Source: an optimization exercise on an open RTL-to-GDS flow (aim: small area and a short achievable clock period). Production flows keep margins and buffers that such runs may drop.
At most, simulation tests tie the RTL to the original design; equivalence was not proved.
Power figures rest on the tool's default switching activity, not on a simulated workload.

// mem_responder
module mem_responder #(
  parameter int AW = mem_responder_pkg::DEFAULT_AW,
  parameter int DW = mem_responder_pkg::DEFAULT_DW
) (
  input  logic          clk,
  input  logic          rst,
  input  logic [DW-1:0] bus_in,
  input  logic          AR_load,
  input  logic          memory_WE,
  output logic [DW-1:0] mem_out,
  input  logic          ld_valid,
  input  logic [DW-1:0] ld_data,
  input  logic          ld_last,
  output logic          ld_ready,
  input  logic          ld_restart,
  output logic          cpu_hold,
  output logic [AW-1:0] dev_ptr
);
Settings: LEC_CHECK=0, CAP_MARGIN=20, CORE_MARGIN=2, CORE_UTILIZATION=40, SETUP_SLACK_MARGIN=0.3, SLEW_MARGIN=20; clock period 6.5 ns.
run.sh (not shown) runs the stock make flow with config.mk's settings and CLKGATE_MAP_FILE= SYNTH_SCRIPT=/design/flow/synth_recipe.tcl, a recipe that flattens the netlist after the stock synthesis.
The baseline produced a clean layout.
Then changed:
Settings changed: ABC_CLOCK_PERIOD_IN_PS set to 3000, SETUP_SLACK_MARGIN 0.3 to 3.0.
The changed run ran to the end with no violations; via count climbs by 4.3%; sequential power barely changes; critical path depth is unchanged; global-route usage climbs by 0.72 points; wire length climbs by 7.7%; setup slack is better by 980 ps; cell area climbs by 6.4%; synthesized area does not change.

* * *

## try-pepper
Another version of the RTL of mem_responder (not shown whole).
For scale: about 2,100 flip-flops, about 41 I/O pins, ~0.084 mm² of cells after synthesis.
Settings: LEC_CHECK=0, CAP_MARGIN=20, CORE_MARGIN=2, CORE_UTILIZATION=40, CTS_BUF_LIST=sky130_fd_sc_hd__clkbuf_8, SETUP_SLACK_MARGIN=3.5, SLEW_MARGIN=20; clock period 6.5 ns.
try-pepper did not stop at any stage, and its layout met the timing, design-rule and antenna checks.
For try-delta, these inputs were changed with respect to try-pepper:
# try-pepper
export LEC_CHECK = 0
export CAP_MARGIN = 20
export CORE_MARGIN = 2
export CORE_UTILIZATION = 40
export CTS_BUF_LIST = sky130_fd_sc_hd__clkbuf_8
export SETUP_SLACK_MARGIN = 3.5
export SLEW_MARGIN = 20
create_clock -name core_clock -period 6.5 [get_ports {clk}]
# try-delta
export LEC_CHECK = 0
export CAP_MARGIN = 20
export CORE_MARGIN = 2
export CORE_UTILIZATION = 50
export CTS_BUF_LIST = sky130_fd_sc_hd__clkbuf_8
export SETUP_SLACK_MARGIN = 3.5
export SLEW_MARGIN = 20
create_clock -name core_clock -period 6.5 [get_ports {clk}]
--- outcome ---
- Minimum clock period after layout: try-delta vs try-pepper up 140 ps
- Changes observed in try-delta relative to try-pepper: worst hold slack went up 12 ps; area taken by multi-input logic gates went down 0.73%.
- try-delta and try-pepper ended up with nearly the same routed wire length.
- Compared with try-pepper, try-delta shows a higher overall track demand over capacity in global routing.
- Looking at post-route fraction of the period consumed by the critical path, try-delta sits 2.2 points above try-pepper.
## Diff of input files: try-harbor against try-delta
# try-delta
export LEC_CHECK = 0
export CAP_MARGIN = 20
export CORE_MARGIN = 2
export CORE_UTILIZATION = 50
export CTS_BUF_LIST = sky130_fd_sc_hd__clkbuf_8
export SETUP_SLACK_MARGIN = 3.5
export SLEW_MARGIN = 20
create_clock -name core_clock -period 6.5 [get_ports {clk}]
# try-harbor
export LEC_CHECK = 0
export CAP_MARGIN = 20
export CORE_MARGIN = 2
export CORE_UTILIZATION = 40
export CTS_BUF_LIST = sky130_fd_sc_hd__clkbuf_8
export CTS_CLUSTER_DIAMETER = 60
export CTS_CLUSTER_SIZE = 16
export SETUP_SLACK_MARGIN = 3.5
export SLEW_MARGIN = 20
create_clock -name core_clock -period 6.5 [get_ports {clk}]
Findings:
- try-harbor vs. try-delta: final core utilization lower, fmax +4.3%, post-route minimum period has decreased.
- Data required time of the worst path: try-harbor lower than try-delta
- Diff try-delta -> try-harbor: detailed-routed wire length on met2 increased by about 1.5% relative to the old numbers, first-iteration DRC count decreased by 10% relative to the old numbers.
#### Input delta (try-violet over try-harbor)
# try-harbor
export LEC_CHECK = 0
export CAP_MARGIN = 20
export CORE_MARGIN = 2
export CORE_UTILIZATION = 40
export CTS_BUF_LIST = sky130_fd_sc_hd__clkbuf_8
export CTS_CLUSTER_DIAMETER = 60
export CTS_CLUSTER_SIZE = 16
export SETUP_SLACK_MARGIN = 3.5
export SLEW_MARGIN = 20
create_clock -name core_clock -period 6.5 [get_ports {clk}]
# try-violet
export LEC_CHECK = 0
export CAP_MARGIN = 20
export CORE_MARGIN = 2
export CORE_UTILIZATION = 40
export CTS_BUF_LIST = sky130_fd_sc_hd__clkbuf_16
export CTS_CLUSTER_DIAMETER = 80
export CTS_CLUSTER_SIZE = 24
export SETUP_SLACK_MARGIN = 3.5
export SLEW_MARGIN = 20
create_clock -name core_clock -period 6.5 [get_ports {clk}]
Findings:
Side by side, area added between synthesis and finish turned out higher in try-violet than in try-harbor.
Non-clock buffer count up about 38% in try-violet wrt try-harbor
Count of clock-buffer cells in the layout: try-violet vs try-harbor down 33%
The startpoint of the most critical setup path comes out bus_in[1] in one run and bus_in[3] in the other, namely in try-harbor and try-violet respectively.
Delta (try-violet minus try-harbor): clock sink count closely matched the old numbers, aggregate global-route resource usage increased by 0.38 points relative to the old numbers, global routing met2 resource utilization closely matched the old numbers.

* * *

mem_responder, a different RTL version from the one above (not shown whole).
Size: ~5000 cells after synthesis, about 2200 flip-flops, about 82000 sq um of cells after synthesis.
Settings: LEC_CHECK=0, CAP_MARGIN=20, CORE_MARGIN=2, CORE_UTILIZATION=40, SETUP_SLACK_MARGIN=0.3, SLEW_MARGIN=20; clock period 6.5 ns.
The starting point finished clean.
Change:
- ABC_CLOCK_PERIOD_IN_PS: default -> 3000
- SETUP_SLACK_MARGIN: 0.3 -> 3.0
Area after synthesis is unchanged.
Fmax went up by 27%.
Final area increases by 4.6%.
Clock power hardly moves.
Worst setup slack gains 1.1 ns.
Clock skew climbs by 0.012 ns.
Power goes up by about 0.3%.
Sequential cell count is unchanged.
Utilization climbs by 2.1 points.
Final cell count climbs by about 1.6%.
Hold slack stays flat.
No functional check of the RTL was part of any run of this note.

* * *

Another version of the RTL of mem_responder (not shown whole).
Size: about 2100 flip-flops, roughly 41 I/O pins, roughly 0.082 mm^2 of cells after synthesis.
Design mem_responder, start of the top module:
module mem_responder #(
  parameter int AW = mem_responder_pkg::DEFAULT_AW,
  parameter int DW = mem_responder_pkg::DEFAULT_DW
) (
  input  logic          clk,
  input  logic          rst,
  input  logic [DW-1:0] bus_in,
  input  logic          AR_load,
  input  logic          memory_WE,
  output logic [DW-1:0] mem_out,
  input  logic          ld_valid,
  input  logic [DW-1:0] ld_data,
  input  logic          ld_last,
  output logic          ld_ready,
  input  logic          ld_restart,
  output logic          cpu_hold,
  output logic [AW-1:0] dev_ptr
);
Settings: LEC_CHECK=0, CAP_MARGIN=20, CORE_MARGIN=2, CORE_UTILIZATION=40, CTS_BUF_LIST=sky130_fd_sc_hd__clkbuf_8, SETUP_SLACK_MARGIN=3.4, SLEW_MARGIN=20; clock period 6.5 ns.
Next try:
Settings changed: SETUP_SLACK_MARGIN 3.4 to 3.6.
Result: Cell count went up by 1.1%; design area rose by 2.3%; clock skew rose by 0.0036 ns; clock power is about the same; via count goes up by 2.1%; worst setup slack gets better by 0.026 ns; non-clock buffer count rises by 79; wire length came out higher by 2.0%.
No functional check of the RTL was part of any run of this note.

* * *

Another version of the RTL of mem_responder (not shown whole).
Size: ~4000 cells after synthesis, roughly 2100 flip-flops, ~41 I/O pins, ~83000 sq um of cells after synthesis.
==> flow/design.v (excerpt) <==
module mem_responder #(
  parameter int AW = mem_responder_pkg::DEFAULT_AW,
  parameter int DW = mem_responder_pkg::DEFAULT_DW
) (
  input  logic          clk,
  input  logic          rst,
  input  logic [DW-1:0] bus_in,
  input  logic          AR_load,
  input  logic          memory_WE,
  output logic [DW-1:0] mem_out,
  input  logic          ld_valid,
  input  logic [DW-1:0] ld_data,
  input  logic          ld_last,
  output logic          ld_ready,
  input  logic          ld_restart,
  output logic          cpu_hold,
  output logic [AW-1:0] dev_ptr
);
  mem_responder_pkg::state_e r_state;
  mem_responder_pkg::state_e w_state_next;
  logic [AW-1:0] r_ptr;
  logic [AW-1:0] w_ptr_next;
  logic [AW-1:0] r_ar;
  logic [AW-1:0] w_ar_next;
  logic          w_we;
  logic [AW-1:0] w_waddr;
  logic [DW-1:0] w_wdata;
  logic          w_ar_new;
  logic [AW-1:0] w_raddr_new;
  logic          w_load;
  assign w_load = (r_state == mem_responder_pkg::ST_LOAD);
  always_ff @(posedge clk) begin
    if (!rst) begin
      r_state <= mem_responder_pkg::ST_LOAD;
      r_ptr   <= '0;
      r_ar    <= '0;
    end else begin
      r_state <= w_state_next;
      r_ptr   <= w_ptr_next;
      r_ar    <= w_ar_next;
    end
  end
  assign w_waddr = w_load ? r_ptr : r_ar;
  assign w_wdata = w_load ? ld_data : bus_in;
  ...
make LEC_CHECK=0 CAP_MARGIN=20 CORE_MARGIN=2 CORE_UTILIZATION=40 CTS_BUF_LIST=sky130_fd_sc_hd__clkbuf_8 SETUP_SLACK_MARGIN=4.2 SLEW_MARGIN=20 finish   # period 6.5 ns
==> next run, changes <==
Settings changed: SETUP_SLACK_MARGIN 4.2 to 3.6.
The new run finished clean.
Via count shrinks by 3.9%.
Sequential power stays flat.
Routed wire length shrinks by 3.8%.
Die area stays the same.
Combinational power shrinks by 15%.
Total power shrinks by 0.41%.
Cell area shrinks by 5.4%.

==> what the ideal ports hide <==
The flow's constraints put no driver on any port. The routed layouts listed below were extracted and timed again, unchanged, in two steps. Step 1: set_driving_cell puts a clkbuf_16 on clk and a buf_2 on each other input, an assumption about the parent block. Step 2 adds t to the input delays and takes it off the output delays; t is the mean of the earliest and latest rising clock arrival at the registers after step 1. Input paths then give back, and output paths get back, about the clock's delay inside the block. a / b / c = no drivers / after step 1 / after step 2; a / b = the first two.
run | t, ns | slack for setup (ns) | hold WS [ns]
the first run of note 1 | 0.925 | 0.336 / 0.245 / 1.171 | 0.562 / 0.562 / 0.562
the second run of note 1 | 0.929 | 1.320 / 1.231 / 2.039 | 0.570 / 0.570 / 0.570
try-pepper | 1.082 | 3.281 / 3.103 / 2.021 | 0.531 / 0.531 / 0.531
try-delta | 1.089 | 3.137 / 2.998 / 1.909 | 0.543 / 0.543 / 0.543
try-harbor | 1.024 | 3.275 / 3.119 / 2.095 | 0.534 / 0.534 / 0.534
try-violet | 0.858 | 3.233 / 2.965 / 2.107 | 0.527 / 0.527 / 0.527
the first run of note 3 | 0.933 | 1.107 / 1.020 / 0.893 | 0.529 / 0.529 / 0.529
the second run of note 3 | 0.923 | 2.252 / 2.173 / 2.051 | 0.527 / 0.527 / 0.527
the first run of note 4 | 1.095 | 3.092 / 3.092 / 2.057 | 0.548 / 0.548 / 0.548
the second run of note 4 | 1.097 | 3.117 / 3.113 / 2.016 | 0.546 / 0.546 / 0.546
the first run of note 5 | 1.156 | 3.040 / 2.953 / 2.172 | 0.540 / 0.540 / 0.540
the second run of note 5 | 1.114 | 3.093 / 3.012 / 2.201 | 0.530 / 0.530 / 0.530
After both steps every run listed still meets setup and hold. The setup slack of try-pepper, which loses most, moves by -0.178 ns with the drivers and by -1.260 ns with both steps.
